Source: an optimization exercise on an open RTL-to-GDS flow (aim: small area and a short achievable clock period). Production flows keep margins and buffers that such runs may drop.
The RTL was checked by simulation tests, not by an equivalence proof against the original design.
Power and IR drop assume default switching activity.

==> flow/design.v <==
`default_nettype none
`timescale 1ns/1ps
package sparcPkg;
    localparam int WordWidth = 32;      
    localparam int RegAddrWidth = 5;
    localparam int RegCount = 32;       
    localparam logic [RegAddrWidth-1:0] ZeroReg = 5'd0;    
    localparam logic [RegAddrWidth-1:0] LinkReg = 5'd15;   
    typedef enum logic [1:0]
    {
        fmtBranch = 2'd0,    
        fmtCall   = 2'd1,
        fmtArith  = 2'd2,    
        fmtMemory = 2'd3     
    } instrFormat;
    typedef enum logic [3:0]
    {
        aluAdd   = 4'd0,
        aluAddc  = 4'd1,
        aluSub   = 4'd2,
        aluSubc  = 4'd3,
        aluAnd   = 4'd4,
        aluOr    = 4'd5,
        aluXor   = 4'd6,
        aluXnor  = 4'd7,
        aluAndn  = 4'd8,
        aluOrn   = 4'd9,
        aluSll   = 4'd10,
        aluSrl   = 4'd11,
        aluSra   = 4'd12,
        aluPassB = 4'd14     
    } aluOp;
    typedef enum logic [1:0]
    {
        sizeByte = 2'd0,
        sizeHalf = 2'd1,
        sizeWord = 2'd2
    } memSize;
endpackage
`default_nettype wire
`default_nettype none
`timescale 1ns/1ps
import sparcPkg::*;
module instructionDecoder
(
    input wire [WordWidth-1:0] instr,
    output logic jmplInstr,
    output logic storeInstr,
    output logic signExtend,
    output logic loadInstr,
    output logic regWrite,
    output logic modifyCc,
    output logic callInstr,
    output logic branchInstr,
    output logic annul,
    output logic dataMemEnable,
    output logic [3:0] aluSel,
    output logic [1:0] accessSize,
    output logic [RegAddrWidth-1:0] destReg
);
    logic [1:0] format;
    logic [5:0] op3;         
    logic [3:0] arithCode;   
    assign format = instr[31:30];
    assign op3 = instr[24:19];
    assign arithCode = instr[22:19];
    always_comb
    begin
        jmplInstr = 1'b0;
        storeInstr = 1'b0;
        signExtend = 1'b0;
        loadInstr = 1'b0;
        regWrite = 1'b0;
        modifyCc = 1'b0;
        callInstr = 1'b0;
        branchInstr = 1'b0;
        annul = 1'b0;
        dataMemEnable = 1'b0;
        aluSel = aluAdd;
        accessSize = sizeByte;
        destReg = instr[29:25];   
        case (format)
            fmtCall:
            begin
                callInstr = 1'b1;
                regWrite = 1'b1;
                destReg = LinkReg;   
            end
            fmtBranch:
            begin
                if (instr == '0)
                begin
                end
                else if (instr[24:22] != 3'd4)
                begin
                    branchInstr = 1'b1;
                    annul = instr[29];   
                end
                else
                begin
                    regWrite = 1'b1;   
                    aluSel = aluPassB;
                end
            end
            fmtArith:
            begin
                regWrite = 1'b1;
                if (op3 == 6'd56)
                begin
                    jmplInstr = 1'b1;   
                    aluSel = aluAdd;
                end
                else
                begin
                    modifyCc = instr[23];   
                    case (arithCode)
                        4'd0: aluSel = aluAdd;
                        4'd8: aluSel = aluAddc;
                        4'd4: aluSel = aluSub;
                        4'd12: aluSel = aluSubc;
                        4'd1: aluSel = aluAnd;
                        4'd2: aluSel = aluOr;
                        4'd3: aluSel = aluXor;
                        4'd5: aluSel = instr[24] ? aluSll : aluAndn;
                        4'd6: aluSel = instr[24] ? aluSrl : aluOrn;
                        4'd7: aluSel = instr[24] ? aluSra : aluXnor;
                        default: aluSel = aluAdd;   
                    endcase
                end
            end
            fmtMemory:
            begin
                dataMemEnable = 1'b1;
                case (op3)
                    6'd9:
                    begin
                        loadInstr = 1'b1;   
                        signExtend = 1'b1;
                        accessSize = sizeByte;
                    end
                    6'd10:
                    begin
                        loadInstr = 1'b1;   
                        signExtend = 1'b1;
                        accessSize = sizeHalf;
                    end
                    6'd0:
                    begin
                        loadInstr = 1'b1;
                        accessSize = sizeWord;
                    end
                    6'd1: loadInstr = 1'b1;   
                    6'd2:
                    begin
                        loadInstr = 1'b1;   
                        accessSize = sizeHalf;
                    end
                    6'd5: storeInstr = 1'b1;   
                    6'd6:
                    begin
                        storeInstr = 1'b1;
                        accessSize = sizeHalf;
                    end
                    6'd4:
                    begin
                        storeInstr = 1'b1;
                        accessSize = sizeWord;
                    end
                    default: accessSize = sizeByte;   
                endcase
                regWrite = loadInstr;   
            end
        endcase
    end
endmodule
`default_nettype wire
`default_nettype none
`timescale 1ns/1ps
import sparcPkg::*;
module registerWriteDecoder
(
    input wire writeEnable,
    input wire [RegAddrWidth-1:0] writeAddr,
    output logic [RegCount-1:0] slotWrite
);
    always_comb
    begin
        slotWrite = '0;
        if (writeEnable && writeAddr != ZeroReg)
        begin
            slotWrite[writeAddr] = 1'b1;   
        end
    end
endmodule
`default_nettype wire
`default_nettype none
`timescale 1ns/1ps
import sparcPkg::*;
module registerSlot
#(
    parameter int SlotIndex = 1   
)
(
    input wire Clk,
    input wire reset,
    input wire write,
    input wire [WordWidth-1:0] writeData,
    input wire [RegAddrWidth-1:0] readAddrA,
    input wire [RegAddrWidth-1:0] readAddrB,
    input wire [RegAddrWidth-1:0] readAddrC,
    output logic [WordWidth-1:0] slotA,
    output logic [WordWidth-1:0] slotB,
    output logic [WordWidth-1:0] slotC
);
    logic [WordWidth-1:0] word;
    always_ff @(posedge Clk)
    begin
        if (reset)
            word <= '0;
        else if (write)
            word <= writeData;
    end
    assign slotA = (readAddrA == RegAddrWidth'(SlotIndex)) ? word : '0;
    assign slotB = (readAddrB == RegAddrWidth'(SlotIndex)) ? word : '0;
    assign slotC = (readAddrC == RegAddrWidth'(SlotIndex)) ? word : '0;
endmodule
`default_nettype wire
`default_nettype none
`timescale 1ns/1ps
import sparcPkg::*;
module registerReadCombiner
(
    input wire [RegCount-1:0][WordWidth-1:0] slotA,
    input wire [RegCount-1:0][WordWidth-1:0] slotB,
    input wire [RegCount-1:0][WordWidth-1:0] slotC,
    output logic [WordWidth-1:0] portA,
    output logic [WordWidth-1:0] portB,
    output logic [WordWidth-1:0] portC
);
    always_comb
    begin
        portA = '0;
        portB = '0;
        portC = '0;
        for (int i = 0; i < RegCount; i++)
        begin
            portA = portA | slotA[i];
            portB = portB | slotB[i];
            portC = portC | slotC[i];
        end
    end
endmodule
`default_nettype wire
`default_nettype none
`timescale 1ns/1ps
import sparcPkg::*;
module registerFile
(
    input wire Clk,
    input wire reset,
    input wire writeEnable,
    input wire [RegAddrWidth-1:0] writeAddr,
    input wire [WordWidth-1:0] writeData,
    input wire [RegAddrWidth-1:0] readAddrA,
    input wire [RegAddrWidth-1:0] readAddrB,
    input wire [RegAddrWidth-1:0] readAddrC,
    output logic [WordWidth-1:0] portA,
    output logic [WordWidth-1:0] portB,
    output logic [WordWidth-1:0] portC
);
    logic [RegCount-1:0] slotWrite;
    wire [RegCount-1:0][WordWidth-1:0] slotA;
    wire [RegCount-1:0][WordWidth-1:0] slotB;
    wire [RegCount-1:0][WordWidth-1:0] slotC;
    registerWriteDecoder registerWriteDecoder_i (
        .writeEnable(writeEnable),
        .writeAddr(writeAddr),
        .slotWrite(slotWrite)
    );
    assign slotA[0] = '0;
    assign slotB[0] = '0;
    assign slotC[0] = '0;
    for (genvar i = 1; i < RegCount; i++)
    begin : gSlot
        registerSlot #(.SlotIndex(i)) registerSlot_i (
            .Clk(Clk),
            .reset(reset),
            .write(slotWrite[i]),
            .writeData(writeData),
            .readAddrA(readAddrA),
            .readAddrB(readAddrB),
            .readAddrC(readAddrC),
            .slotA(slotA[i]),
            .slotB(slotB[i]),
            .slotC(slotC[i])
        );
    end
    registerReadCombiner registerReadCombiner_i (
        .slotA(slotA),
        .slotB(slotB),
        .slotC(slotC),
        .portA(portA),
        .portB(portB),
        .portC(portC)
    );
endmodule
`default_nettype wire
`default_nettype none
`timescale 1ns/1ps
import sparcPkg::*;
module decodeStage
(
    input wire Clk,
    input wire reset,
    input wire [WordWidth-1:0] instr,
    input wire writeEnable,
    input wire [RegAddrWidth-1:0] writeAddr,
    input wire [WordWidth-1:0] writeData,
    input wire [RegAddrWidth-1:0] readAddrA,
    input wire [RegAddrWidth-1:0] readAddrB,
    input wire [RegAddrWidth-1:0] readAddrC,
    output logic jmplInstr,
    output logic storeInstr,
    output logic signExtend,
    output logic loadInstr,
    output logic regWrite,
    output logic modifyCc,
    output logic callInstr,
    output logic branchInstr,
    output logic annul,
    output logic dataMemEnable,
    output logic [3:0] aluSel,
    output logic [1:0] accessSize,
    output logic [RegAddrWidth-1:0] destReg,
    output logic [WordWidth-1:0] portA,
    output logic [WordWidth-1:0] portB,
    output logic [WordWidth-1:0] portC
);
    instructionDecoder instructionDecoder_i (
        .instr(instr),
        .jmplInstr(jmplInstr),
        .storeInstr(storeInstr),
        .signExtend(signExtend),
        .loadInstr(loadInstr),
        .regWrite(regWrite),
        .modifyCc(modifyCc),
        .callInstr(callInstr),
        .branchInstr(branchInstr),
        .annul(annul),
        .dataMemEnable(dataMemEnable),
        .aluSel(aluSel),
        .accessSize(accessSize),
        .destReg(destReg)
    );
    registerFile registerFile_i (
        .Clk(Clk),
        .reset(reset),
        .writeEnable(writeEnable),
        .writeAddr(writeAddr),
        .writeData(writeData),
        .readAddrA(readAddrA),
        .readAddrB(readAddrB),
        .readAddrC(readAddrC),
        .portA(portA),
        .portB(portB),
        .portC(portC)
    );
endmodule
`default_nettype wire
==> flow/run.sh <==
#!/bin/bash
# synth_recipe.tcl (not shown) runs the flow's synth.tcl, then flattens the netlist and writes it again
# the make line also repeats each setting of config.mk as NAME=value (left out here)
make -C /OpenROAD-flow-scripts/flow DESIGN_CONFIG=/design/flow/config.mk WORK_HOME=/design/flow/orfs CLKGATE_MAP_FILE= SYNTH_SCRIPT=/design/flow/synth_recipe.tcl finish
==> flow/config.mk <==
export PLATFORM = sky130hd
export DESIGN_NAME = decodeStage
export DESIGN_NICKNAME = decodeStage
export VERILOG_FILES = /design/flow/design.v
export SDC_FILE = /design/flow/constraint.sdc
export NUM_CORES = 8
export LEC_CHECK = 0
export CAP_MARGIN = 20
export CORE_MARGIN = 2
export CORE_UTILIZATION = 25
export PLACE_DENSITY = 0.3
export SLEW_MARGIN = 20
==> flow/constraint.sdc <==
create_clock -name core_clock -period 7.0 [get_ports {Clk}]
set_input_delay 1.4000 -clock core_clock [delete_from_list [all_inputs] [get_ports {Clk}]]
set_output_delay 1.4000 -clock core_clock [all_outputs]
set_load 0.01 [all_outputs]
==> summary.txt, run 1 <==
The run finished with no timing, DRC or antenna violations. Among all flip-flop cells after synthesis, the most frequent one is dfxtp_1. Measured along the y axis, the die boundary spans 479 um.

Clock-pin slew was measured on the worst setup and hold paths at 50 ps. The share of synthesized registers carrying an async set or reset is 0, and the number of synthesized flops with an enable pin is 0. IR analysis of the VDD net gives a maximum drop of 222 uV. The startpoint of the worst setup timing path is readAddrA[2]. Counting flops and latches in the post-synthesis netlist gives 992. The logs give 5600 ps for the data required time of the critical path and 28.6 nW for the leakage power of the design. Sequential-to-total area share from yosys stat: 0.351.

Post-CTS repair changed the size of 0 cells. Dividing the detail-routed wire length by the instance count gives 56.2 um. For the net count after synthesis, the log shows 7245. Across the run, the number of max-cap violations was 0.

The run gives 24.0k as the fill cell total of the finished layout. The type of origin of the critical path is a primary input. The setup check on the worst reg-to-reg path leaves a slack of 5900 ps. The initial antenna violation count came out at 131.

The cell at the root of the clock tree is clkbuf_16. The tools report the starting density of the core as 0.252. In this run the post-CTS setup repair buffer count came out at 0.

The total power per unit cell area is 212 nW/um2. Routability-driven placement finished with a final weighted congestion of 1.07. Top cell type's share of synthesized area: 0.351.

The type of destination of the critical path was an output pin. In this run the mean area of a mapped cell was 7.91 um2. The number of warnings issued by yosys was 34; the headroom to the max-slew limit was 0.0916. In this run the standard cell core region covers 225000 um2.

The H-tree was split into 4 levels. The first detailed-routing pass took 8 iterations. Measured in cells, the most critical reg-to-reg path has a length of 2. After synthesis, the cell types taking the most area are dfxtp_1 35%, mux2i_1 11%, a22oi_1 10%, nand2_1 7.7%, a21oi_1 5.0%. Setup total negative slack on the finished layout was measured at 0 ps. Setup violations remaining at the end of the flow were counted as 0. The tools report the critical register-to-register path startpoint as registerFile_i.gSlot[14].registerSlot_i.word[8]$_SDFFE_PP0P_.

The share of cells above drive strength 1 was 0.149; the final wirelength was 594000 um. After synthesis, the netlist uses 81 different library cells. The min-delay analysis places its worst path in the category reg -> reg.

For the detailed-placement wirelength estimate, the log shows 418000 um. The TritonCTS buffer count is 130, and the count of buffers from port buffering is 203. Final antenna-violating net count: 0. For the data arrival at the endpoint of the critical path, the log shows 5570 ps. The startpoint-to-endpoint class of the critical path was in -> out. The tools report the overall track demand over capacity in global routing as 0.494. In this run the critical register-to-register path is captured at registerFile_i.gSlot[14].registerSlot_i.word[8]$_SDFFE_PP0P_.

For the worst-skew pair, the clock arrives at the later sink with an insertion delay of 810 ps. The maximum number of pins on one net before global-route repair is 197. The register with the most flip-flops in the layout has 992 of them. Using the TritonRoute via totals, the vias-per-cell ratio works out to 7.11. Final count of hold timing violations: 0.

Setup repair after global routing left no endpoint under its margin. The period utilization is 0.995, and the number of instances in the synthesized netlist is 7144. The largest registers in the layout are registerFile_i.gSlot.registerSlot_i.word x992. Of all nets on the critical path, the largest fanout is 19. The logs give 70600 um2 for the post-route standard cell area excluding fillers and 144 MHz for the highest clock frequency the design can meet. After global routing the overflow that remains totals 0. The critical path ends at portA[31]. The number of cell rows came out at 174. The area growth from synthesis to layout is 25.0%. The tools report the number of buffers on the longest clock path as 3.

Ranked by flip-flop count, first place goes to registerFile_i.gSlot.registerSlot_i.word. The final clock skew is 0 ps. For the pin with the worst max-slew slack, the measured transition is 1360 ps. The global-route wire length before repair was 739000 um. The post-place instance area was 65800 um2; the area of the die was 230000 um2. The worst path needs 6970 ps of the cycle, external delays included.

The via count of the first global-routing pass is 65.2k. The largest total area in the synthesized netlist belongs to dfxtp_1. The count of unresolved DRC violations after routing was 0; the violation count after the first detailed-route iteration was 14.4k. For this run, the post-layout net count is 7453.

For the post-synth design cell area, the log shows 56500 um2. The count of clock tree sinks is 992. TritonCTS built the clock tree. In this run the count of I/O pins placed on the die edge is 204. The final count of pins violating max slew was 0; the via count was 75.2k. The die width was 479 um; the quantity of hold-fixing buffers added after cts was 0.
==> metrics by stage <==
stage           util  total power [mW]  worst slack (ps)  hold WS, ps  std cells
3_3_place_gp   0.292              7.63             -35.3          479      10200
5_1_grt        0.313              15.1               218          513      10500
3_5_place_dp   0.293              7.63               293          480      10200
4_1_cts        0.313              14.8               285          488      10400
6_report       0.314              14.9              33.6          493      10600
2_1_floorplan      -              6.44              2430          449       7144
==> cell usage in the layout (no fill, tap or decap), types with 16 or more instances in the layout <==
cell type	Yosys	final
a2111oi_0	105	104
a21oi_1	564	564
a221oi_1	20	20
a222oi_1	26	26
a22o_1	97	97
a22oi_1	785	785
a32oi_1	58	58
and3_1	365	362
buf_12	0	66
buf_4	14	527
clkbuf_1	501	26
clkbuf_16	0	136
clkbuf_8	0	34
clkdlybuf4s50_1	0	180
dfxtp_1	992	992
diode_2	0	136
inv_1	20	18
mux2_2	47	47
mux2i_1	621	621
nand2_1	1157	1141
nand2b_1	23	21
nand3_1	164	152
nand3b_1	17	17
nand4_1	186	186
nor2_1	632	528
nor2_4	0	107
nor3_1	74	66
nor4_1	21	21
o211ai_1	16	16
o21ai_0	36	36
o22ai_1	16	16
o2bb2ai_1	23	23
or3_1	23	23
or4_1	61	61
==> synth_stat cells (all sizes together) (12+ instances only) <==
cell type / instances
o21ai: 38
a222oi: 26
and2: 18
or2: 12
nand3: 167
a22oi: 785
nand3b: 20
a221oi: 20
o2bb2ai: 23
nand2b: 23
buf: 216
nand4: 186
dfxtp: 992
a22o: 97
a2111oi: 112
a21oi: 566
nor2b: 29
ha: 14
mux2: 47
a211oi: 14
and3: 365
or4: 61
inv: 20
o211ai: 16
clkbuf: 502
and3b: 12
nor3: 77
mux2i: 621
nor2: 639
a32oi: 58
or3b: 12
nor3b: 17
or3: 23
nor4: 21
o22ai: 16
nand2: 1157
a31oi: 15
==> layout make-up <==
| class | count | area [um2] | area share |
|---|---|---|---|
| Multi-Input combinational cell | 5412 | 34900 | 0.494 |
| Sequential cell | 992 | 19900 | 0.281 |
| Timing Repair Buffer | 794 | 7290 | 0.103 |
| Clock buffer | 196 | 3970 | 0.0562 |
| Tap cell | 2992 | 3740 | 0.0530 |
| Clock inverter | 31 | 477 | 0.00675 |
| Antenna cell | 136 | 340 | 0.00482 |
| Inverter | 22 | 82.6 | 0.00117 |
==> power by group <==
group / internal [mW] / leakage (nW) / total, mW / switching (mW)
Sequential: 5.69 / 7.99 / 5.79 / 0.0986
Combinational: 0.372 / 18.4 / 1.88 / 1.51
Clock: 4.31 / 2.18 / 7.27 / 2.97
==> logic make-up (layout without fill, tap and decap cells) <==
logic type / Yosys count / after routing / share of synthesized area
AO/OA/AOI/OAI: 1859 / 1859 / 0.230
XOR/XNOR: 2 / 2 / 0.000310
adder cells (fa/ha/maj): 14 / 14 / 0.00310
buffers and inverters: 740 / 1043 / 0.0548
flip-flops: 992 / 992 / 0.351
multiplexers: 678 / 678 / 0.123
other: 0 / 136 / 0
AND/OR/NAND/NOR: 2859 / 2859 / 0.237
==> worst max-delay path, cell delays in order <==
cell and delay (ps):
buf_4 280, buf_4 490, buf_4 350, mux2i_1 660, nor3_1 240, a21oi_1 630
nand4_1 180, or4_1 700, clkdlybuf4s50_1 570
==> worst min path at each step <==
| stage | start | endpoint | slack [ps] | depth (start not counted) |
|---|---|---|---|---|
| after floorplan | registerFile_i.gSlot[21].registerSlot_i.word[5]$_SDFFE_PP0P_ | registerFile_i.gSlot[21].registerSlot_i.word[5]$_SDFFE_PP0P_ | 450 | 2 |
| after global placement | flip-flop | flip-flop | 480 | 2 |
| after detailed placement | flip-flop | flip-flop | 480 | 2 |
| after CTS | flip-flop | flip-flop | 490 | 2 |
| after global routing | flip-flop | flip-flop | 510 | 2 |
| final | flip-flop | flip-flop | 490 | 2 |
==> layer usage <==
metal / vias to the layer above / wire length (um) / global-route usage / part of all wire
li1: 27000 / - / - / -
met5: - / 338 / 0.00476 / 0.00057
met1: 38000 / 232000 / 0.618 / 0.39
met3: 2435 / 73400 / 0.189 / 0.12
met4: 36 / 50500 / 0.368 / 0.085
met2: 7755 / 238000 / 0.682 / 0.40
==> run 2: changes to the inputs <==
--- a/flow/design.v
+++ b/flow/design.v
@@ -177,135 +177,55 @@
 `default_nettype none
 `timescale 1ns/1ps
 import sparcPkg::*;
-module registerWriteDecoder
-(
-    input wire writeEnable,
-    input wire [RegAddrWidth-1:0] writeAddr,
-    output logic [RegCount-1:0] slotWrite
-);
-    always_comb
-    begin
-        slotWrite = '0;
-        if (writeEnable && writeAddr != ZeroReg)
-        begin
-            slotWrite[writeAddr] = 1'b1;   
-        end
-    end
-endmodule
-`default_nettype wire
-`default_nettype none
-`timescale 1ns/1ps
-import sparcPkg::*;
-module registerSlot
-#(
-    parameter int SlotIndex = 1   
-)
+module registerFile
 (
     input wire Clk,
     input wire reset,
-    input wire write,
+    input wire writeEnable,
+    input wire [RegAddrWidth-1:0] writeAddr,
     input wire [WordWidth-1:0] writeData,
     input wire [RegAddrWidth-1:0] readAddrA,
     input wire [RegAddrWidth-1:0] readAddrB,
     input wire [RegAddrWidth-1:0] readAddrC,
-    output logic [WordWidth-1:0] slotA,
-    output logic [WordWidth-1:0] slotB,
-    output logic [WordWidth-1:0] slotC
-);
-    logic [WordWidth-1:0] word;
-    always_ff @(posedge Clk)
-    begin
-        if (reset)
-            word <= '0;
-        else if (write)
-            word <= writeData;
-    end
-    assign slotA = (readAddrA == RegAddrWidth'(SlotIndex)) ? word : '0;
-    assign slotB = (readAddrB == RegAddrWidth'(SlotIndex)) ? word : '0;
-    assign slotC = (readAddrC == RegAddrWidth'(SlotIndex)) ? word : '0;
-endmodule
-`default_nettype wire
-`default_nettype none
-`timescale 1ns/1ps
-import sparcPkg::*;
-module registerReadCombiner
-(
-    input wire [RegCount-1:0][WordWidth-1:0] slotA,
-    input wire [RegCount-1:0][WordWidth-1:0] slotB,
-    input wire [RegCount-1:0][WordWidth-1:0] slotC,
     output logic [WordWidth-1:0] portA,
     output logic [WordWidth-1:0] portB,
     output logic [WordWidth-1:0] portC
 );
+    logic [WordWidth-1:0] word [1:RegCount-1];
+    logic [RegCount-1:1] valid;
+    always_ff @(posedge Clk)
+    begin
+        for (int i = 1; i < RegCount; i++)
+        begin
+            if (reset)
+                valid[i] <= 1'b0;
+            else if (writeEnable && writeAddr == RegAddrWidth'(i))
+                valid[i] <= 1'b1;
+        end
+    end
+    always_ff @(posedge Clk)
+    begin
+        for (int i = 1; i < RegCount; i++)
+        begin
+            if (writeEnable && writeAddr == RegAddrWidth'(i))
+                word[i] <= writeData;
+        end
+    end
     always_comb
     begin
         portA = '0;
         portB = '0;
         portC = '0;
-        for (int i = 0; i < RegCount; i++)
+        for (int i = 1; i < RegCount; i++)
         begin
-            portA = portA | slotA[i];
-            portB = portB | slotB[i];
-            portC = portC | slotC[i];
+            portA = portA | ({WordWidth{valid[i] && readAddrA == RegAddrWidth'(i)}} & word[i]);
+            portB = portB | ({WordWidth{valid[i] && readAddrB == RegAddrWidth'(i)}} & word[i]);
+            portC = portC | ({WordWidth{valid[i] && readAddrC == RegAddrWidth'(i)}} & word[i]);
         end
     end
 endmodule
 `default_nettype wire
 `default_nettype none
-`timescale 1ns/1ps
-import sparcPkg::*;
-module registerFile
-(
-    input wire Clk,
-    input wire reset,
-    input wire writeEnable,
-    input wire [RegAddrWidth-1:0] writeAddr,
-    input wire [WordWidth-1:0] writeData,
-    input wire [RegAddrWidth-1:0] readAddrA,
-    input wire [RegAddrWidth-1:0] readAddrB,
-    input wire [RegAddrWidth-1:0] readAddrC,
-    output logic [WordWidth-1:0] portA,
-    output logic [WordWidth-1:0] portB,
-    output logic [WordWidth-1:0] portC
-);
-    logic [RegCount-1:0] slotWrite;
-    wire [RegCount-1:0][WordWidth-1:0] slotA;
-    wire [RegCount-1:0][WordWidth-1:0] slotB;
-    wire [RegCount-1:0][WordWidth-1:0] slotC;
-    registerWriteDecoder registerWriteDecoder_i (
-        .writeEnable(writeEnable),
-        .writeAddr(writeAddr),
-        .slotWrite(slotWrite)
-    );
-    assign slotA[0] = '0;
-    assign slotB[0] = '0;
-    assign slotC[0] = '0;
-    for (genvar i = 1; i < RegCount; i++)
-    begin : gSlot
-        registerSlot #(.SlotIndex(i)) registerSlot_i (
-            .Clk(Clk),
-            .reset(reset),
-            .write(slotWrite[i]),
-            .writeData(writeData),
-            .readAddrA(readAddrA),
-            .readAddrB(readAddrB),
-            .readAddrC(readAddrC),
-            .slotA(slotA[i]),
-            .slotB(slotB[i]),
-            .slotC(slotC[i])
-        );
-    end
-    registerReadCombiner registerReadCombiner_i (
-        .slotA(slotA),
-        .slotB(slotB),
-        .slotC(slotC),
-        .portA(portA),
-        .portB(portB),
-        .portC(portC)
-    );
-endmodule
-`default_nettype wire
-`default_nettype none
 `timescale 1ns/1ps
 import sparcPkg::*;
 module decodeStage
==> run 2 against run 1 <==
Net effect:
- still clean on timing, DRC and antenna
- clock power down 4.5%
- core utilization down 0.062 points
- cell count down 19%
- setup slack better by 130 ps
- critical path type unchanged
- highest routed layer unchanged
==> summary.txt, run 2 <==
By area the synthesized netlist is led by edfxtp_1 57%, o22ai_1 12%, nand2_1 7.3%, nand3_1 3.1%, clkbuf_1 2.6%. Synthesis instantiated 59 different standard cells from the library. Setup slack on the critical path of the routed design comes to 162 ps.

In this run the tool buffered the top-level ports with 203 buffer cells. TritonCTS built the clock tree. The insertion delay to the later sink of the worst-skew pair was 810 ps; the flip-flop and latch count after synthesis was 1023.

The worst setup path is launched from a primary input. The post-synthesis average cell area is 10.0 um2, and the total power of the final layout is 14.8 mW. Counting instances, the worst hold path has a depth of 2.

The number of buffers on the longest clock path was 3; the top cell type's share of synthesized area was 0.569. The starting density of the core came out at 0.251. The tools report the headroom to the max-slew limit as 0.162. Post-synth design cell area: 52400 um2. For this block, the routed nets add up to 504000 um of wire.

The overall die height works out to 462 um. The run finished with no timing, DRC or antenna violations. Once the clock tree was built, the setup fixing pass inserted 0 buffers. Measured in cells, the most critical reg-to-reg path has a length of 3. The run gives 0 ps as the final clock skew.

Before antenna repair, the detailed router went through 9 iterations. Entering global routing, the biggest net connects 46 pins. In this run the power density over the cells is 225 nW/um2. The cell at the root of the clock tree was clkbuf_16. For the total I/O pin count, the log shows 204. The count of clock tree sinks is 1023. The data required time of the critical path was 5600 ps; the share of synthesized registers carrying an async set or reset was 0. Counting I/O delays and the setup requirement, the final critical path takes 6840 ps. The routability-driven placement congestion ratio came out at 1.04.

The overall track demand over capacity in global routing was 0.458. In the final layout, the registers with the most flip-flops are registerFile_i.word x992, registerFile_i.valid x31. Data arrives at the worst endpoint at 5440 ps. The worst hold path terminates at registerFile_i.valid[17]$_SDFFE_PP0P_.

edfxtp_1 takes more of the synthesized area than any other cell. For the final routed database, the setup TNS stands at 0 ps. Across the VDD grid, the largest voltage drop is 269 uV. Setup violations remaining at the end of the flow were counted as 0. In the routed design, unresolved DRC markers number 0. Via count: 60.9k. Dominant cell by count in the synthesized netlist: nand2_1. The number of instances resized during post-cts repair is 0.

The tools report the detailed-placement wirelength estimate as 334000 um. Counting flops with a built-in enable in the synthesized netlist gives 992. Leaving out fill and tap cells, the most frequent cell in the layout is edfxtp_1. The switching part of the total was 0.264. The number of cell rows is 168, and the violation count after the first detailed-route iteration is 12.4k. Cell-internal power: 10.9 mW.

The combinational power share came out at 0.067. In this run the register-to-register setup slack is 5270 ps. The tools report the hold path startpoint as registerFile_i.valid[17]$_SDFFE_PP0P_. The run gives 0 as the final count of pins violating max slew.

Startpoint-to-endpoint class of the critical path: in -> out. The initial antenna violation count was 72. Summed over all cells, the static leakage comes to 18.6 nW. Slew at the pin with the worst max-slew slack: 1260 ps. The analysis attributes to net switching a power of 3.90 mW. Global routing finished with a remaining overflow of 0. For the final count of hold timing violations, the log shows 0. The worst register-to-register path ends at registerFile_i.valid[22]$_SDFFE_PP0P_. The routed via count divided by cell count is 7.14.

In the synthesized netlist, the cells that appear most often are 1016 x nand2_1, 992 x edfxtp_1, 965 x o22ai_1. The average wire per cell in the routed design is 59.1 um, and the maximum fanout count along the critical path is 12. For the relative contribution of sequential cells to total power, the log shows 0.464. Share of cells above drive strength 1: 0.155. Counting flops per register, the top entry is registerFile_i.word. The top cell types in the final layout, fill and taps aside, are 992 x edfxtp_1, 965 x o22ai_1, 939 x nand2_1, 371 x buf_4, 322 x nand3_1. The floorplan step defined a core boundary enclosing 209000 um2.

The global-route wire length before repair was 624000 um; the via count of the first global-routing pass was 54.9k. Timing analysis after detailed placement gives a worst setup slack of 380 ps. Counting the buffers created by CTS gives 135.

The highest clock frequency the design can meet is 146 MHz, and the clock power share is 0.470. The worst register-to-register path begins at registerFile_i.valid[22]$_SDFFE_PP0P_. Hold repair after CTS inserted 0 buffers. The period utilization is 0.977, and the net count reported at finish is 5688.

Relative to the synthesized area, the layout overhead comes to 25.2%. After clock tree synthesis, the clock-pin slew on the worst setup and hold paths is 60 ps. The tools report the sequential-to-total area share from yosys stat as 0.581. The number of flip-flops in the largest register was 992. Synthesis produced a netlist with a net count of 5336.

STA classifies the critical path endpoint as an output pin. Leading register cell type out of synthesis: edfxtp_1. For the number of warnings issued by yosys, the log shows 3.

The die covers 213000 um2. For the final antenna-violating net count, the log shows 0. The number of maximum-capacitance constraint violations came out at 0. The die width is 462 um, and the number of instances in the synthesized netlist is 5239. The run gives 4 as the H-tree level count.

Class of the most critical hold timing path: reg -> reg. Setup repair after global routing left no endpoint under its margin.
[run 2: area by class of cell]
cell class | instances | area, um2
clock buffers | 173 | 3670
clock inverters | 74 | 549
repair buffers | 657 | 6400
flip-flops and latches | 1023 | 30500
diodes | 31 | 77.6
well taps | 2805 | 3510
fillers | 21900 | 143000
multi-input cells | 3768 | 20800
inverters | 6 | 22.5
[run 2: cell families (layout without fill, tap and decap cells)]
family          after synthesis  count (layout)  synth area share
buf+inv                     448             910            0.0325
fa+ha+maj                    10              10           0.00239
flops                      1023            1023             0.581
other cells                   0              31                 0
compound gates             1533            1533             0.193
simple gates               2225            2225             0.191
[run 2: worst max-delay path by stage]
stage | start | slack (ps) | endpoint | cells past startpoint
floorplan | readAddrC[0] | 2260 | portC[0] | 7
global route | readAddrA[4] | 240 | portA[6] | 8
detailed placement | readAddrA[4] | 380 | portA[6] | 8
CTS | readAddrA[4] | 370 | portA[6] | 8
finish | readAddrA[4] | 160 | portA[6] | 8
global placement | readAddrA[4] | 310 | portA[6] | 8
[run 2: critical path, cell delays in order]
cell	delay, ps
clkdlybuf4s50_1	720
buf_4	340
and3b_1	270
nand2_2	700
o22ai_1	130
a2111oi_0	710
nand4_1	510
clkdlybuf4s50_1	620
[run 2: per-layer routing]
metal | global-route usage | vias to the layer above | wire, um
met5 | 0 | - | 299
met3 | 0.152 | 1977 | 60900
met1 | 0.588 | 31300 | 196000
li1 | - | 21400 | -
met2 | 0.652 | 6288 | 206000
met4 | 0.300 | 42 | 40800
[run 2: power by group through the flow]
stage	logic, mW	clock network, mW	registers, mW
floorplan	0.245	0	6.94
global placement	0.930	0	6.98
detailed placement	0.923	0	6.98
CTS	0.923	7.00	6.85
global route	0.945	7.17	6.85
finish	0.985	6.94	6.85
[run 2: stage by stage]
| stage | utilization | cell area, um2 | instances | hold slack (ps) |
|---|---|---|---|---|
| 2_1_floorplan | - | 52400 | 5239 | 515 |
| 3_3_place_gp | 0.293 | 61300 | 8256 | 709 |
| 3_5_place_dp | 0.294 | 61300 | 8259 | 714 |
| 4_1_cts | 0.314 | 65600 | 8506 | 723 |
| 5_1_grt | 0.314 | 65500 | 8515 | 736 |
| 6_report | 0.314 | 65600 | 8537 | 726 |
==> run 3: changes to the inputs <==
--- a/flow/design.v
+++ b/flow/design.v
@@ -176,6 +176,69 @@
 `default_nettype wire
 `default_nettype none
 `timescale 1ns/1ps
+module readAoi222
+(
+    input wire a0, input wire b0,
+    input wire a1, input wire b1,
+    input wire a2, input wire b2,
+    output logic y
+);
+    assign y = ~((a0 & b0) | (a1 & b1) | (a2 & b2));
+endmodule
+module readNand2
+(
+    input wire a, input wire b,
+    output logic y
+);
+    assign y = ~(a & b);
+endmodule
+module readNand4
+(
+    input wire a, input wire b, input wire c, input wire d,
+    output logic y
+);
+    assign y = ~(a & b & c & d);
+endmodule
+module readNand3
+(
+    input wire a, input wire b, input wire c,
+    output logic y
+);
+    assign y = ~(a & b & c);
+endmodule
+module readOr3
+(
+    input wire a, input wire b, input wire c,
+    output logic y
+);
+    assign y = a | b | c;
+endmodule
+module registerReadCombiner
+(
+    input wire [31:1] sel,
+    input wire [31:1] data,
+    output logic y
+);
+    wire [10:0] n;   
+    for (genvar g = 0; g < 10; g++)
+    begin : gAoi
+        readAoi222 aoi (
+            .a0(sel[3*g+1]), .b0(data[3*g+1]),
+            .a1(sel[3*g+2]), .b1(data[3*g+2]),
+            .a2(sel[3*g+3]), .b2(data[3*g+3]),
+            .y(n[g])
+        );
+    end
+    readNand2 last (.a(sel[31]), .b(data[31]), .y(n[10]));
+    wire [2:0] m;
+    readNand4 c0 (.a(n[0]), .b(n[1]), .c(n[2]), .d(n[3]), .y(m[0]));
+    readNand4 c1 (.a(n[4]), .b(n[5]), .c(n[6]), .d(n[7]), .y(m[1]));
+    readNand3 c2 (.a(n[8]), .b(n[9]), .c(n[10]), .y(m[2]));
+    readOr3 c3 (.a(m[0]), .b(m[1]), .c(m[2]), .y(y));
+endmodule
+`default_nettype wire
+`default_nettype none
+`timescale 1ns/1ps
 import sparcPkg::*;
 module registerFile
 (
@@ -211,17 +274,26 @@
                 word[i] <= writeData;
         end
     end
+    logic [RegCount-1:1] selA, selB, selC;
     always_comb
     begin
-        portA = '0;
-        portB = '0;
-        portC = '0;
         for (int i = 1; i < RegCount; i++)
         begin
-            portA = portA | ({WordWidth{valid[i] && readAddrA == RegAddrWidth'(i)}} & word[i]);
-            portB = portB | ({WordWidth{valid[i] && readAddrB == RegAddrWidth'(i)}} & word[i]);
-            portC = portC | ({WordWidth{valid[i] && readAddrC == RegAddrWidth'(i)}} & word[i]);
+            selA[i] = valid[i] && readAddrA == RegAddrWidth'(i);
+            selB[i] = valid[i] && readAddrB == RegAddrWidth'(i);
+            selC[i] = valid[i] && readAddrC == RegAddrWidth'(i);
+        end
+    end
+    for (genvar b = 0; b < WordWidth; b++)
+    begin : gBit
+        wire [RegCount-1:1] column;
+        for (genvar i = 1; i < RegCount; i++)
+        begin : gReg
+            assign column[i] = word[i][b];
         end
+        registerReadCombiner readA (.sel(selA), .data(column), .y(portA[b]));
+        registerReadCombiner readB (.sel(selB), .data(column), .y(portB[b]));
+        registerReadCombiner readC (.sel(selC), .data(column), .y(portC[b]));
     end
 endmodule
 `default_nettype wire
--- a/flow/config.mk
+++ b/flow/config.mk
@@ -10,3 +10,4 @@
 export CORE_UTILIZATION = 25
 export PLACE_DENSITY = 0.3
 export SLEW_MARGIN = 20
+export SYNTH_HIERARCHICAL = 1
==> run 3 against run 2 <==
Net effect:
- still clean on timing, DRC and antenna
- clock skew stayed put
- global-route usage shrank 16 points
- routed wire length is 45% lower
- via count shrank 32%
- cell count is 32% lower
- critical path type unchanged
- critical endpoint is now portC[15]
==> summary.txt, run 3 <==
The flow ran to the end and the layout has no timing, DRC or antenna violations. Worst supply voltage drop on vdd: 160 uV. After the flow finishes, the layout carries non-filler instances totaling 5828. The tools report the count of unresolved DRC violations after routing as 0. The number of instances in the synthesized netlist came out at 2803. In this run, synthesis produced a sequential element count of 1023. The number of setup violations in the final report was 0; the overall track demand over capacity in global routing was 0.293.

Total power per unit cell area: 247 nW/um2. Among all cell types in the netlist, the one instantiated most often is edfxtp_1. The net count reported at finish is 3450, and the tightest hold margin is 508 ps. The period utilization was 0.948. The run gives 17.3k as the fill cell total of the finished layout. Summing over every cut layer, the via total after detailed routing is 41.1k.

Wires add up to 278000 um. In this design, the largest share of critical-path delay is due to simple AND/OR/NAND/NOR gates. STA classifies the critical path endpoint as an output pin. Leaving out fill and tap cells, the most frequent cell in the layout is edfxtp_1. The tools report the number of warnings issued by yosys as 9. The leading register cell type out of synthesis was edfxtp_1. The biggest cell delay along the critical path is 640 ps, and the leakage power of the design is 18.0 nW. The tools report the final clock skew as 0 ps. In the final layout, the registers with the most flip-flops are registerFile_i.word x992, registerFile_i.valid x31. Along the worst path, the maximum fanout reaches 17.

The logs give 0 for the final count of pins violating max slew and 40.0k for the via count of the first global-routing pass. The first global-routing pass estimated 359000 um of wire. A synthesized cell averages 15.9 um2. TritonCTS built the clock tree. The area growth from synthesis to layout is 27.4%.

The run gives 0 ps as the final sum of negative setup slack. STA puts the critical path data required time at 5600 ps. Startpoint-to-endpoint class of the critical path: in -> out. The cell area that synthesis handed to floorplanning was 44700 um2. The logs give 0.320 for the post-route core utilization and 0 for the quantity of hold-fixing buffers added after cts.

Sorting the synthesized cells by area gives the leading types as edfxtp_1 67%, a222oi_1 21%, nand4_1 2.7%, dfxtp_1 1.4%, or3_1 1.4%. The number of buffers on the longest clock path is 3. The count of buffers from port buffering was 203; the routed via count divided by cell count was 7.06. The commonest cells after synthesis are 992 x edfxtp_1, 960 x a222oi_1, 195 x nand4_1. The share of synthesized registers carrying an async set or reset was 0; the overall die height was 427 um. The net count after synthesis is 2900, and the worst path buffer plus inverter count is 3. Walking the worst path, the cells encountered are clkdlybuf4s50_1, and3b_1, and3_2, buf_12, a222oi_1, nand4_1, or3_1, clkdlybuf4s50_1. The logs give 12.1k for the violation count after the first detailed-route iteration and 178000 um2 for the core area. The switching part of the total is 0.220. The number of flip-flops in the largest register was 992; the number of maximum-capacitance constraint violations was 0. Clock-pin slew was measured on the worst setup and hold paths at 50 ps. Counting instances, the worst hold path has a depth of 2.

The top cell type's share of synthesized area was 0.666; the share of cells above drive strength 1 was 0.168. The initialized floorplan defines 155 standard-cell rows. Among the stages of the critical path, the cell type that occurs most often is clkdlybuf4s50_1. The starting density of the core was 0.251. The average wire per cell in the routed design is 47.7 um, and the first-pass iteration count of the detailed router is 17.

The run gives 0 as the number of instances resized during post-cts repair. Setup repair after global routing left no endpoint under its margin. Counting I/O delays and the setup requirement, the final critical path takes 6630 ps.

Registers take 30400 um2. Class of the most critical hold timing path: reg -> reg. For the headroom to the max-slew limit, the log shows 0.225. In this run, synthesis inferred 992 flip-flops with an integrated enable.

The combinational power share is 0.025, and the remaining global-route overflow is 0. The relative contribution of sequential cells to total power is 0.487. For the highest clock frequency the design can meet, the log shows 151 MHz. The run gives 36 as the maximum number of pins on one net before global-route repair.

The multi-input combinational cells in the finished layout cover a total of 14500 um2. Summed over all instances, the cell type with the most area after synthesis is edfxtp_1. Slew at the pin with the worst max-slew slack: 1160 ps.

Summed over all nets, the switching power comes to 3.10 mW. In this run, CTS created clock tree buffers numbering 134. The H-tree was split into 4 levels. For the detailed-placement wirelength estimate, the log shows 174000 um.

The worst register-to-register path has a depth of 2. The type of origin of the critical path was a primary input. Slowest stage cell on the critical path: a222oi_1. The critical path crosses 8 cells after its start point.

The run gives 0 as the final count of hold timing violations. The library cells used most frequently in the layout, excluding fill and tap cells, are 992 x edfxtp_1, 960 x a222oi_1, 195 x nand4_1, 184 x clkdlybuf4s50_1, 158 x buf_4. 204 I/O pins were placed.

Counting tap cells, the placed design contains a total of 5572 instances. The floorplan step defined a die boundary enclosing 182000 um2. The logs give 27 for the initial antenna violation count and 0 for the final antenna-violating net count.

The clock power share is 0.489. The register with the most flip-flops in the final layout is registerFile_i.word. The completed layout was analyzed and its total power is 14.1 mW. The routability-driven placement congestion ratio was 0.879.

Cell at the root of the clock tree: clkbuf_16. From left edge to right edge, the die measures 427 um. The data arrival at the endpoint of the critical path was 5230 ps. The tools report the cell-internal power as 11.0 mW. The run gives 770 ps as the insertion delay to the later sink of the worst-skew pair.

After synthesis, the netlist uses 45 different library cells. The sequential-to-total area share from yosys stat was 0.680. Number of post-CTS setup repair buffers: 0. The clock drives 1023 sinks.
==> run 3: cell count changes in the layout (fill, tap and decap cells not counted), moves of 99 or more <==
cell      delta
a222oi_1   +960
nor3_1     -136
buf_4      -213
nand2_1    -837
nor4_1      -99
nand3_1    -225
o21ai_0    -193
nand4_1    +106
o22ai_1    -937
nor2_1     -307
==> run 3: through the flow <==
stage / worst slack [ps] / cell area, um2
floorplan: 2630 / 44700
global placement: 530 / 52600
detailed placement: 516 / 52700
CTS: 503 / 57000
global route: 398 / 56900
finish: 365 / 56900
==> run 3: worst paths after layout <==
path,end,start,slack [ps]
worst max-delay path,portC[15],readAddrC[1],370
worst min-delay path,registerFile_i.valid[1]$_SDFFE_PP0P_,registerFile_i.valid[1]$_SDFFE_PP0P_,510
worst max register to register,registerFile_i.valid[22]$_SDFFE_PP0P_,registerFile_i.valid[22]$_SDFFE_PP0P_,6230
worst min register to register,registerFile_i.valid[1]$_SDFFE_PP0P_,registerFile_i.valid[1]$_SDFFE_PP0P_,510
==> run 3: final cells by class <==
cell class | instances | area share
clock buffer | 173 | 0.0640
inverter | 39 | 0.00257
antenna | 15 | 0.000659
sequential | 1023 | 0.534
timing repair buffer | 435 | 0.0810
multi-input combinational | 1720 | 0.254
clock inverter | 68 | 0.0117
tap | 2355 | 0.0517
==> run 3: kinds of logic after synthesis <==
family	after synthesis	share of synthesized area
AND/OR/NAND/NOR	704	0.0893
AO/OA/AOI/OAI	1006	0.222
buffers and inverters	60	0.00557
flip-flops	1023	0.680
adder cells (fa/ha/maj)	10	0.00280
==> run 3: power groups by stage <==
stage	clock network [mW]	registers, mW	logic, mW
after floorplan	0	6.96	0.0857
after global placement	0	6.97	0.345
after detailed placement	0	6.97	0.350
after CTS	7.01	6.85	0.350
after global routing	7.24	6.85	0.365
final	6.88	6.85	0.346
==> run 3: worst min-delay path, cell delays in order (launching register included) <==
cell and delay (ps):
dfxtp_1 330, inv_1 60, o22ai_1 70
==> run 3: layer usage <==
metal | global-route usage | vias up | wire, um
met5 | 0.0130 | - | 412
met4 | 0.129 | 19 | 12100
met3 | 0.0978 | 696 | 36200
met2 | 0.432 | 3896 | 119000
met1 | 0.390 | 21200 | 110000
li1 | - | 15400 | -
==> run 3: Yosys stat by module, one instance, submodules excluded, excerpt <==
module	copies in the design	cell area, um2	cells inside	flip-flops and latches
readNand4	192	6.26	1	0
readNand3	96	5.00	1	0
readNand2	96	3.75	1	0
readOr3	96	6.26	1	0
readAoi222	960	10.0	1	0
instructionDecoder	1	514	76	0
registerFile	1	31900	1287	1023
==> run 4: changes to the inputs <==
--- a/flow/design.v
+++ b/flow/design.v
@@ -176,6 +176,19 @@
 `default_nettype wire
 `default_nettype none
 `timescale 1ns/1ps
+module registerSlot
+(
+    input wire write,
+    input wire hold,
+    input wire d,
+    input wire q,
+    output logic y
+);
+    assign y = (write & d) | (hold & q);
+endmodule
+`default_nettype wire
+`default_nettype none
+`timescale 1ns/1ps
 module readAoi222
 (
     input wire a0, input wire b0,
@@ -255,33 +268,36 @@
     output logic [WordWidth-1:0] portC
 );
     logic [WordWidth-1:0] word [1:RegCount-1];
-    logic [RegCount-1:1] valid;
-    always_ff @(posedge Clk)
+    logic [WordWidth-1:0] writeValue;
+    logic [RegCount-1:1] wrSel, wrHold;
+    always_comb
     begin
+        writeValue = reset ? '0 : writeData;
         for (int i = 1; i < RegCount; i++)
         begin
-            if (reset)
-                valid[i] <= 1'b0;
-            else if (writeEnable && writeAddr == RegAddrWidth'(i))
-                valid[i] <= 1'b1;
+            wrSel[i] = reset || (writeEnable && writeAddr == RegAddrWidth'(i));
+            wrHold[i] = !wrSel[i];
         end
     end
-    always_ff @(posedge Clk)
-    begin
-        for (int i = 1; i < RegCount; i++)
-        begin
-            if (writeEnable && writeAddr == RegAddrWidth'(i))
-                word[i] <= writeData;
+    for (genvar i = 1; i < RegCount; i++)
+    begin : gWord
+        wire [WordWidth-1:0] next;
+        for (genvar b = 0; b < WordWidth; b++)
+        begin : gBit
+            registerSlot slot (.write(wrSel[i]), .hold(wrHold[i]), .d(writeValue[b]),
+                               .q(word[i][b]), .y(next[b]));
         end
+        always_ff @(posedge Clk)
+            word[i] <= next;
     end
     logic [RegCount-1:1] selA, selB, selC;
     always_comb
     begin
         for (int i = 1; i < RegCount; i++)
         begin
-            selA[i] = valid[i] && readAddrA == RegAddrWidth'(i);
-            selB[i] = valid[i] && readAddrB == RegAddrWidth'(i);
-            selC[i] = valid[i] && readAddrC == RegAddrWidth'(i);
+            selA[i] = readAddrA == RegAddrWidth'(i);
+            selB[i] = readAddrB == RegAddrWidth'(i);
+            selC[i] = readAddrC == RegAddrWidth'(i);
         end
     end
     for (genvar b = 0; b < WordWidth; b++)
==> flow/flow/run.sh (new file) <==
#!/bin/bash
# The standard layout (standard.sh: the standard flow's synthesis and ORFS flow), with
# plain buffers, instead of delay cells, on the ports.
set -euo pipefail
bash standard.sh \
  "BUFFER_PORTS_ARGS=-buffer_cell sky130_fd_sc_hd__buf_4" \
  finish > standard_flow.log 2>&1
==> flow/standard.sh (new file) <==
#!/bin/bash
# synth_recipe.tcl (not shown) runs the flow's synth.tcl, then flattens the netlist and writes it again
# the make line also repeats each setting of config.mk as NAME=value (left out here)
make -C /OpenROAD-flow-scripts/flow DESIGN_CONFIG=/design/flow/config.mk WORK_HOME=/design/flow/orfs CLKGATE_MAP_FILE= SYNTH_SCRIPT=/design/flow/synth_recipe.tcl "${@:-finish}"
--- a/flow/config.mk
+++ b/flow/config.mk
@@ -7,7 +7,9 @@
 export LEC_CHECK = 0
 export CAP_MARGIN = 20
 export CORE_MARGIN = 2
-export CORE_UTILIZATION = 25
-export PLACE_DENSITY = 0.3
+export CORE_UTILIZATION = 32
+export CTS_BUF_LIST = sky130_fd_sc_hd__clkbuf_4 sky130_fd_sc_hd__clkbuf_8
+export PLACE_DENSITY = 0.4
+export SETUP_SLACK_MARGIN = 1.5
 export SLEW_MARGIN = 20
 export SYNTH_HIERARCHICAL = 1
removed: flow/run.sh
==> run 4 against run 3 <==
Net effect:
- still clean on timing, DRC and antenna
- sequential share of layout area shrank 16 points
- sequential cell count shrank 31
- synthesized cell count grew 35%
- synthesized area shrank 4.2%
- combinational power grew to 6.2 times the previous value
- sequential power shrank 2%
- critical path type unchanged
- critical endpoint unchanged
- highest routed layer unchanged
==> summary.txt, run 4 <==
The run finished with no timing, DRC or antenna violations. The number of distinct library cells after synthesis was 49. The detailed-placement wirelength estimate is 184000 um, and the count of buffers from port buffering is 203. For the global-route wire length before repair, the log shows 423000 um. The final sum of negative setup slack is 0 ps. Setup repair after global routing could not meet its margin everywhere. At the pin with the least slew margin, the transition time is 1340 ps. The count of cells along the worst register-to-register path was 1; the switching part of the total was 0.318. The TritonCTS buffer count was 182. Synthesis handed over a netlist of 3774 instances. The commonest cells after synthesis are 992 x a22o_1, 992 x dfxtp_1, 960 x a222oi_1.

Capture point of the worst reg-to-reg path: registerFile_i.word[10][16]$_DFF_P_. The tree built by TritonCTS fans out to 992 sinks. The leakage power of the design is 20.2 nW. In the final routed layout, each cell accounts on average for 51.8 um. For the number of setup violations in the final report, the log shows 0. The logs give 0 for the final count of pins violating max slew and 198 uV for the worst supply voltage drop on vdd. The clock period minus final worst setup slack works out to 5700 ps. The design draws 14.9 mW.

The run gives 0.322 as the starting density of the core. The largest registers in the layout are registerFile_i.word x992. 204 I/O pins were placed. The period utilization is 0.814, and the routability-driven placement congestion ratio is 0.969.

Yosys attributes the largest share of cell area to dfxtp_1 46%, a222oi_1 22%, a22o_1 20%, nand4_1 2.8%, or3_1 1.5%. Final antenna-violating net count: 0. For the worst setup path, the data required time is 5600 ps. The run gives 43 as the initial antenna violation count.

In the layout the commonest cells are 992 x a22o_1, 992 x dfxtp_1, 960 x a222oi_1, 411 x buf_4, 219 x clkbuf_8. Register with the most flip-flops: registerFile_i.word. The run gives 133000 um2 as the core area. The final count of hold timing violations is 0, and the register-to-register setup slack is 6240 ps. The number of cell rows was 134. Share of synthesized registers carrying an async set or reset: 0.

The path with the worst hold slack has its endpoint at registerFile_i.word[11][13]$_DFF_P_. Entering global routing, the biggest net connects 71 pins. The die width works out to 370 um. The routed via count divided by cell count was 8.48.

After synthesis the cells add up to 42900 um2. The net count after synthesis is 3871. The register with the most flip-flops in the layout has 992 of them. The insertion delay to the later sink of the worst-skew pair was 920 ps. The leading register cell type out of synthesis is dfxtp_1. For this run, design rule violations remaining after detail routing come to 0. The data arrival at the endpoint of the critical path is 4300 ps.

The synthesized design contains 992 register bits. The setup path with the least slack is of type in -> out. The hold path startpoint is registerFile_i.word[11][13]$_DFF_P_. Startpoint of the worst setup timing path: readAddrC[0]. The critical register-to-register path startpoint was registerFile_i.word[10][16]$_DFF_P_. For this run, the post-layout net count is 4460.

Global routing finished with a remaining overflow of 0. Maximum fanout count along the critical path: 16. From bottom edge to top edge, the die measures 370 um. Dividing total power by cell area gives a power density of 277 nW/um2. The CTS clock-pin slew for the worst setup and hold paths works out to 60 ps. CTS placed an instance of clkbuf_8 at the clock tree root. The relative contribution of sequential cells to total power was 0.451; the fill cell total of the finished layout was 12.9k.

In this run the power spent charging and discharging nets is 4.73 mW. The type of origin of the critical path is a primary input. Across the run, the number of max-cap violations was 0. The pre-antenna-repair detailed-routing pass consisted of 22 iterations.

The sequential-to-total area share from yosys stat is 0.463, and the number of cells on the worst hold path is 1. The library cell with the largest summed area after synthesis is dfxtp_1. Top cell type's share of synthesized area: 0.463.

The clock tree synthesis step divided the H-tree into 4 levels. On the final layout, the worst clock skew is 0 ps. For the clock power share, the log shows 0.403. The overall track demand over capacity in global routing was 0.447.

Layout overhead on the synthesized area: 25.3%. The combinational power share is 0.145. The min-delay analysis places its worst path in the category reg -> reg. A synthesized cell averages 11.4 um2. The internal portion of the total power is 10.1 mW.

The die covers 137000 um2. The logs give 175 MHz for the highest clock frequency the design can meet and 53.3k for the via count. Type of destination of the critical path: an output pin.

The via count of the first global-routing pass came out at 49.5k. The violation count after the first detailed-route iteration is 17.1k. The share of cells above drive strength 1 works out to 0.219. The number of buffers on the longest clock path was 3. The run gives 10 as the number of warnings issued by yosys. In this run, synthesis inferred 0 flip-flops with an integrated enable. Post-route core utilization: 0.403.

Summed over all layers, the routed wires come to 325000 um. The headroom to the max-slew limit came out at 0.103. TritonCTS built the clock tree.
[run 4: worst max-delay path: stages]
cell and delay (ps):
buf_4 190, or3b_4 320, nor3_2 80, buf_6 180
a222oi_1 740, nand4_1 660, or3_4 550, buf_4 150
[run 4: area by class of cell]
class / instances / area (um2) / area share
Clock inverter: 25 / 220 / 0.00410
Clock buffer: 293 / 3570 / 0.0665
Inverter: 8 / 30.0 / 0.000559
Timing Repair Buffer: 440 / 3620 / 0.0675
Antenna cell: 18 / 45.0 / 0.000839
Sequential cell: 992 / 19900 / 0.370
Tap cell: 1768 / 2210 / 0.0412
Multi-Input combinational cell: 2739 / 24100 / 0.450
[run 4: metal layers]
metal,track usage,vias to the layer above,part of all wire
li1,-,19300,-
met1,0.528,26100,0.35
met2,0.620,6144,0.40
met3,0.225,1702,0.16
met4,0.322,40,0.084
met5,0.0129,-,0.0015
[run 4: how the worst max path moves through the flow]
stage                end  slack (ps)  cells after the start
4_1_cts        portC[15]        1320                      7
2_1_floorplan   portA[0]        1540                      5
3_3_place_gp   portC[15]        1150                      8
3_5_place_dp   portC[15]        1180                      8
6_report       portC[15]        1300                      8
5_1_grt        portC[15]        1450                      8
[run 4: power groups by stage]
stage | logic [mW] | registers, mW | clock network, mW
2_1_floorplan | 0.952 | 6.60 | 0
3_3_place_gp | 1.98 | 6.74 | 0
3_5_place_dp | 2.01 | 6.76 | 0
4_1_cts | 2.03 | 6.65 | 5.99
5_1_grt | 2.14 | 6.73 | 6.23
6_report | 2.16 | 6.70 | 5.99
[run 4: per-stage QoR]
stage / worst slack [ps] / cell area, um2 / hold WS, ps / cells
CTS: 1320 / 53500 / 524 / 6251
detailed placement: 1180 / 49500 / 505 / 5920
global route: 1450 / 53700 / 538 / 6267
global placement: 1150 / 49400 / 495 / 5919
floorplan: 1540 / 42900 / 482 / 3774
finish: 1300 / 53700 / 524 / 6283
[run 4: modules after synthesis, one instance, submodules excluded, excerpt]
module	cell area, um2	cells inside	flip-flops and latches
registerSlot	8.76	1	0
readNand2	3.75	1	0
readAoi222	10.0	1	0
instructionDecoder	514	76	0
readNand4	6.26	1	0
registerFile	21400	1266	992
readNand3	5.00	1	0
readOr3	6.26	1	0
[run 4: kinds of logic (layout without fill, tap and decap cells)]
kind of cell	count (synthesis)	after routing	share of synthesized area
AO/OA/AOI/OAI	2029	2029	0.439
flip-flops	992	992	0.463
AND/OR/NAND/NOR	698	700	0.0895
buffers and inverters	45	766	0.00505
adder cells (fa/ha/maj)	10	10	0.00292
other	0	18	0
[run 4: timing repair]
| item | 4_1_cts | 5_1_grt |
|---|---|---|
| setup buffers | 12 | 11 |
| hold buffers | 0 | 0 |
| resized for setup | 20 | 12 |
| cloned | 1 | 2 |
| endpoints found under the setup margin | 55 | 22 |
| pin swaps | 12 | 22 |
==> run 5: changes to the inputs <==
--- a/flow/config.mk
+++ b/flow/config.mk
@@ -7,9 +7,9 @@
 export LEC_CHECK = 0
 export CAP_MARGIN = 20
 export CORE_MARGIN = 2
-export CORE_UTILIZATION = 32
+export CORE_UTILIZATION = 40
 export CTS_BUF_LIST = sky130_fd_sc_hd__clkbuf_4 sky130_fd_sc_hd__clkbuf_8
-export PLACE_DENSITY = 0.4
+export PLACE_DENSITY = 0.5
 export SETUP_SLACK_MARGIN = 1.5
 export SLEW_MARGIN = 20
 export SYNTH_HIERARCHICAL = 1
==> run 5 against run 4 <==
Net effect:
- synthesized cell count did not move
- cell area down 1.3%
- highest routed layer unchanged
- the layout now fails its checks (max-capacitance violations, max-slew violations)
- critical path type unchanged
- global-route usage is 2.9 points higher
- clock power fell by 2%
- sequential share of layout area grew 0.47 points
- via count is 1.9% lower
- critical path depth stayed put
- core utilization up 9.4 points
- fmax shrank 1.3%
==> summary.txt, run 5 <==
Slowest stage cell on the critical path: a222oi_1. The total power per unit cell area was 276 nW/um2; the number of buffers on the longest clock path was 3. The flow ran to the end, but the layout failed its checks. The footprint of the multi-input gates is 24100 um2, and the adder and majority cell fraction of the synthesized area is 0.00292. Synthesis produced 3774 cells.

For this run, the number of Yosys warnings is 10. The combinational power share is 0.141. In the final layout, the registers with the most flip-flops are registerFile_i.word x992. The worst supply voltage drop on vdd was 163 uV.

After layout, the design draws a total of 14.7 mW. The parity-gate share of the synthesized area counting xor and xnor cells works out to 0. The switching part of the total was 0.309. The logs give 0.477 for the overall track demand over capacity in global routing and 523 ps for the tightest hold margin.

The HPWL after detailed placement is 157000 um. CTS placed an instance of clkbuf_8 at the clock tree root. TritonCTS built the clock tree. The layout overhead on the synthesized area was 23.8%; the cell-internal power was 10.1 mW. Dominant cell type by count on the critical path: buf_4. Dominant combinational cell family by area after synthesis: compound AO/OA/AOI/OAI gates. In the layout the commonest cells are 992 x a22o_1, 992 x dfxtp_1, 960 x a222oi_1, 431 x buf_4, 227 x clkbuf_8. Share of synthesized registers carrying an async set or reset: 0. From bottom edge to top edge, the die measures 331 um. For this design, the sink count on the clock tree is 992. Clock power share: 0.403.

The layout checks failed on max-capacitance violations, max-slew violations. After the first detailed-routing iteration, the DRC count stood at 18.9k. The worst path needs 5780 ps of the cycle, external delays included. For the final count of hold timing violations, the log shows 0.

The run gives 120 as the number of cell rows. Counting the fill cells in the layout gives 9620. The startpoint-to-endpoint class of the critical path was in -> out. Final count of pins violating max slew: 17.

STA classifies the critical path endpoint as an output pin. Least setup slack across all paths after layout: 1220 ps. The maximum fanout count along the critical path was 32. The headroom to the max-slew limit came out at -0.00623.

Across all layers, the routed design uses 52.3k vias. The critical path goes through buf_4, or3b_4, nor3_2, buf_4, a222oi_1, nand4_1, or3_1, buf_4. The average wire per cell in the routed design is 47.8 um, and the H-tree level count is 4. The type of origin of the critical path is a primary input. Routed via count divided by cell count: 8.83. After routing the design area is 53000 um2. The pre-antenna-repair detailed-routing pass consisted of 22 iterations. The initial antenna violation count came out at 19.

The die width is 331 um, and the routability-driven placement congestion ratio is 1.02. Sequential cell area in the final layout: 19900 um2. The core area is 107000 um2, and the count of unresolved DRC violations after routing is 0.

For this run, the post-layout net count is 4470. For the final wirelength, the log shows 283000 um. The starting density of the core is 0.402, and the setup slack at placement is 1300 ps. The dominant delay contributor by cell family on the critical path is simple AND/OR/NAND/NOR gates.

The power dissipated by switching net loads was 4.53 mW. Via count of the first global-routing pass: 48.5k. By area the synthesized netlist is led by dfxtp_1 46%, a222oi_1 22%, a22o_1 20%, nand4_1 2.8%, or3_1 1.5%. The tools report the relative contribution of sequential cells to total power as 0.456.

Post-place instance area: 48600 um2. The share of cells above drive strength 1 was 0.217; the insertion delay to the later sink of the worst-skew pair was 910 ps. The first global-routing pass estimated 377000 um of wire. For this run, the slowest stage of the critical path takes 850 ps.

The top cell type's share of synthesized area was 0.463. The tools report the area of the die as 110000 um2. In this run, synthesis inferred 0 flip-flops with an integrated enable. Global routing finished with a remaining overflow of 0. The tools report the sequential-to-total area share from yosys stat as 0.463.

The number of buffers and inverters on the critical path is 3. The register with the most flip-flops in the layout has 992 of them. For the worst setup path, the data arrival time is 4380 ps. The post-synthesis compound-gate area fraction was 0.439; the final sum of negative setup slack was 0 ps.

Counting distinct cell types in the post-synthesis netlist gives 49. For the final antenna-violating net count, the log shows 0. Of all cell types, the one taking the most synthesized area is dfxtp_1.

Clock-pin slew was measured on the worst setup and hold paths at 60 ps. The tools report the number of maximum-capacitance constraint violations as 1. The path class of the tightest hold or removal check is reg -> reg. By count the netlist is led by 992 x a22o_1, 992 x dfxtp_1, 960 x a222oi_1.

The simple-gate area share of the yosys netlist works out to 0.0895. The period utilization is 0.825, and the data required time of the critical path is 5600 ps. The analysis attributes to cell leakage a power of 20.2 nW. In the synthesized netlist the dominant register cell turns out to be dfxtp_1. The slew at the pin with the worst max-slew slack was 1510 ps; the net count after synthesis was 3871. In this run the tool buffered the top-level ports with 203 buffer cells.

Averaged over all synthesized cells, the footprint is 11.4 um2. The share of cell area taken by muxes after synthesis was 0; the post-synth design cell area was 42900 um2. Static timing analysis puts the maximum clock frequency at 173 MHz. Entering global routing, the biggest net connects 55 pins. The TritonCTS buffer count came out at 176. Final clock skew: 0 ps. Counting flops per register, the top entry is registerFile_i.word. Setup repair after global routing could not meet its margin everywhere.

The synthesized design contains 992 register bits. Total I/O pin count: 204. The number of setup violations in the final report is 0.
## run 5: cell counts after synthesis
Identical to the previous run, type by type.
## run 5: metal layers
layer  wire length, um  vias up  GRT usage
li1                  -    19400          -
met1             98500    25200      0.590
met2            109000     6179      0.640
met3             50600     1542      0.225
met4             25000       14      0.344
met5               360        -     0.0174
## run 5: area by class of cell
class | count | share of cell area
repair buffers | 445 | 0.0657
inverters | 8 | 0.000566
clock buffers | 280 | 0.0664
multi-input cells | 2750 | 0.454
well taps | 1403 | 0.0331
diodes | 17 | 0.000802
flip-flops and latches | 992 | 0.374
clock inverters | 31 | 0.00467
## run 5: kinds of logic (layout without fill, tap and decap cells)
kind of cell	count (synthesis)	count (layout)
AO/OA/AOI/OAI	2029	2029
adder cells (fa/ha/maj)	10	10
buffers and inverters	45	764
flip-flops	992	992
other	0	17
AND/OR/NAND/NOR	698	711
## run 5: power by group through the flow
stage	combinational, mW	sequential, mW	clock (mW)
after floorplan	0.952	6.60	0
final	2.07	6.69	5.90
after global routing	2.04	6.72	6.13
after CTS	1.90	6.64	5.86
after global placement	1.85	6.71	0
after detailed placement	1.88	6.75	0
## run 5: through the flow
step	instances	util
after CTS	5863	0.492
after global placement	5541	0.456
after global routing	5913	0.497
after detailed placement	5543	0.456
after floorplan	3774	-
final	5926	0.498
## run 5: path summary, 6_finish.rpt
| path | from | end | slack, ps | depth (start not counted) |
|---|---|---|---|---|
| min | registerFile_i.word[20][18]$_DFF_P_ | registerFile_i.word[20][18]$_DFF_P_ | 520 | 1 |
| max reg2reg | registerFile_i.word[5][8]$_DFF_P_ | registerFile_i.word[5][8]$_DFF_P_ | 6240 | 1 |
| max | readAddrC[0] | portC[8] | 1220 | 8 |
| min reg2reg | registerFile_i.word[20][18]$_DFF_P_ | registerFile_i.word[20][18]$_DFF_P_ | 520 | 1 |
## run 5: Yosys stat by module, one instance, submodules excluded, a selection
module	cells	cell area, um2	flops+latches
instructionDecoder	76	514	0
readNand2	1	3.75	0
readNand3	1	5.00	0
registerFile	1266	21400	992
readAoi222	1	10.0	0
registerSlot	1	8.76	0
readNand4	1	6.26	0
readOr3	1	6.26	0
## run 5: timing repair
item | 4_1_cts | 5_1_grt
pin swaps | 21 | 46
setup buffers | 2 | 39
hold buffers | 0 | 0
gates resized for setup | 18 | 17
setup endpoints to repair | 69 | 67
cloned | 7 | 6

-- separate check: timing with driven ports --
The flow's constraints put no driver on any port. The routed layouts listed below were extracted and timed again, unchanged, in two steps. Step 1 (the two cells are an assumption about what drives the block):
set clk [get_ports {Clk}]
set_driving_cell -lib_cell sky130_fd_sc_hd__clkbuf_16 $clk
set_driving_cell -lib_cell sky130_fd_sc_hd__buf_2 [delete_from_list [all_inputs] $clk]
Step 2 also shifts input and output timing later by t, the mid clock arrival at the registers, as if the neighbouring blocks saw the same clock. a / b / c = ideal / step 1 / step 2; a / b = the first two.
run	t (ns)	setup WS [ns]	slew at the worst register clock pin (ns)	worst slew at a driven data input, ns
run 1	0.915	0.034 / 0.010 / 0.010	0.07 / 0.07	0.15
run 2	0.894	0.162 / 0.140 / 0.140	0.07 / 0.07	0.23
run 3	0.870	0.365 / 0.327 / 0.327	0.06 / 0.06	0.18
run 4	1.034	1.299 / 1.230 / 1.230	0.07 / 0.07	0.14
run 5	0.978	1.224 / 1.172 / 1.172	0.08 / 0.08	0.09
The setup slack of run 4, which loses most, moves by -0.069 ns with the drivers and by -0.069 ns with both steps.
